Context: an optimization exercise on an open-source flow, tuned for small area. The choices shown serve that exercise and are no tape-out recipe.
In this exercise RTL edits were held to simulation tests only and were not proved equivalent to the original.
Power figures rest on the tool's default switching activity, not on a simulated workload.

the reference run:
==> flow/design.v (excerpt) <==
module servo_pwm_sweep_generator (
  input  logic        clk,
  input  logic        rst_n,
  input  logic        in_tvalid,
  output logic        in_tready,
  input  logic [15:0] in_tdata,
  input  logic        in_tuser,
  output logic        out_tvalid,
  input  logic        out_tready,
  output logic [15:0] out_tdata,
  input  logic        cfg_valid,
  output logic        cfg_ready,
  input  logic [1:0]  cfg_index,
  input  logic [15:0] cfg_data
);
For scale: roughly 120 flip-flops, roughly 12000 sq um of cells after synthesis.
Settings: LEC_CHECK=0, CAP_MARGIN=20, CORE_MARGIN=2, CORE_UTILIZATION=65, CTS_BUF_LIST=sky130_fd_sc_hd__clkbuf_8, SLEW_MARGIN=20, SYNTH_HIERARCHICAL=1; clock period 12.0 ns.
standard.sh (not shown) runs the stock make flow with config.mk's settings and CLKGATE_MAP_FILE= SYNTH_SCRIPT=/design/flow/synth_recipe.tcl, a recipe that flattens the netlist after the stock synthesis.
==> flow/flow/run.sh <==
#!/bin/bash
# The standard layout, with the port buffers that buffer_ports puts on every
# input and output made the smallest buffer cell. Each tool's full output goes
# to a log file of its own in this folder (ORFS's own step logs stay under
# orfs/logs/).
set -euo pipefail
export BUFFER_PORTS_ARGS="-buffer_cell sky130_fd_sc_hd__buf_1"
bash standard.sh finish > standard_flow.log 2>&1
## Diff of input files: the trial run against the reference run
--- a/flow/design.v
+++ b/flow/design.v
@@ -561,41 +561,41 @@
   input  logic [15:0] in_tdata,
   input  logic        in_tuser,
   output logic        out_tvalid,
   input  logic        out_tready,
   output logic [15:0] out_tdata,
   input  logic        cfg_valid,
   output logic        cfg_ready,
   input  logic [1:0]  cfg_index,
   input  logic [15:0] cfg_data
 );
   function automatic logic [7:0] step8(input logic [7:0] a, input logic up,
                                        input logic en);
-    logic [7:0] r;
-    logic       c;
+    logic [7:0] t;
+    logic [7:0] c;
     integer     i;
     begin
-      c = en;
-      for (i = 0; i < 8; i = i + 1) begin
-        r[i] = a[i] ^ c;
-        c    = c & ~(a[i] ^ up);
-      end
-      step8 = r;
+      t = a ^ {8{~up}};
+      c[0] = en;
+      for (i = 1; i < 8; i = i + 1)
+        c[i] = c[i-1] & t[i-1];
+      step8 = a ^ c;
     end
   endfunction
   function automatic logic [7:0] clamp180(input logic [7:0] x);
     logic gt;
     begin
       gt = x[7] & (x[6] | (x[5] & x[4] & (x[3] | (x[2] & (x[1] | x[0])))));
-      clamp180 = gt ? 8'd180 : x;
+      clamp180 = {x[7], x[6] & ~gt, x[5] | gt, x[4] | gt,
+                  x[3] & ~gt, x[2] | gt, x[1] & ~gt, x[0] & ~gt};
     end
   endfunction
   logic [S91_W-1:0] s91_new;
   wire ts1, tc2, ts3, tc4, ts5, tc6, ts7, tc8, ts9, tc10, ts11, tc12;
   wire ts13, tc14, ts15, tc16, ts17, tc18, ts19, tc20, ts21, tc22, ts23, tc24;
   wire ts25, tc26, ts27, tc28, ts29, tc30, ts31, tc32, ts33, tc34, ts35, tc36;
   wire ts37, tc38, ts39, tc40, ts41, tc42, ts43, tc44, ts45, tc46, ts47, tc48;
   wire ts49, tc50, ts51, tc52, ts53, tc54, ts55, tc56, ts57, tc58, ts59, tc60;
   wire ts61, tc62, ts63, tc64, ts65, tc66, ts67, tc68, ts69, tc70, ts71, tc72;
   wire ts73, tc74, ts75, tc76, ts77, tc78, ts79, tc80, ts81, tc82, ts83, tc84;
   wire ts85, tc86, ts87, tc88, ts89, tc90, ts91, tc92, ts93, tc94, ts95, tc96;
   spwm_ha u_ts1 (.a(cfg_data[0]), .b(cfg_data[2]), .s(ts1), .co(tc2));
### Flow results
Between the reference run and the trial run, routed wire length on met3 increased.
Comparing the reference run and the trial run, the lower synthesized cell count was measured on the reference run.
Relative to the reference run, via count of the first global-routing pass has decreased by about 0.65% in the trial run.
Cell area shrinks slightly when moving from the reference run to the trial run.
The faster design of the two is the trial run; the reference run tops out lower.
Status: power parity (the reference run, the trial run)
Compared to the reference run, the trial run shows a wider setup margin.
Between the reference run and the trial run, wire length increased.
Diff the reference run and the trial run: total number of multi-input combinational cells lower in the reference run
Compared with the reference run, the trial run shows area of the multi-input gates that has gone down slightly.
Compared with the reference run, the trial run shows a area after synthesis that is about 0.45% lower.
Going from the reference run to the trial run, switching share of total power shows a reduction of 0.78 points, largest net degree at the start of global routing went up by 2.

## separate check: timing with driven ports
How much do the figures lean on ideal ports? The routed layouts below were timed once more, with nothing changed but the port constraints.
Step 1 assumes that a clkbuf_16 drives the clock port and a buf_2 every other input.
Step 2 adds t to the input delays and takes it off the output delays; t is the mean of the earliest and latest rising clock arrival at the registers after step 1. Input paths then give back, and output paths get back, about the clock's delay inside the block.
a / b / c = no drivers / after step 1 / after step 2; a / b = the first two.
run | t (ns) | slack for setup (ns) | latest minus earliest clock arrival (ns)
the reference run | 0.489 | 1.584 / 1.605 / 1.116 | 0.014 / 0.014
the trial run | 0.483 | 1.638 / 1.661 / 1.178 | 0.010 / 0.011
After both steps every run listed still meets setup and hold. The setup slack of the reference run, which loses most, moves by +0.021 ns with the drivers and by -0.468 ns with both steps.
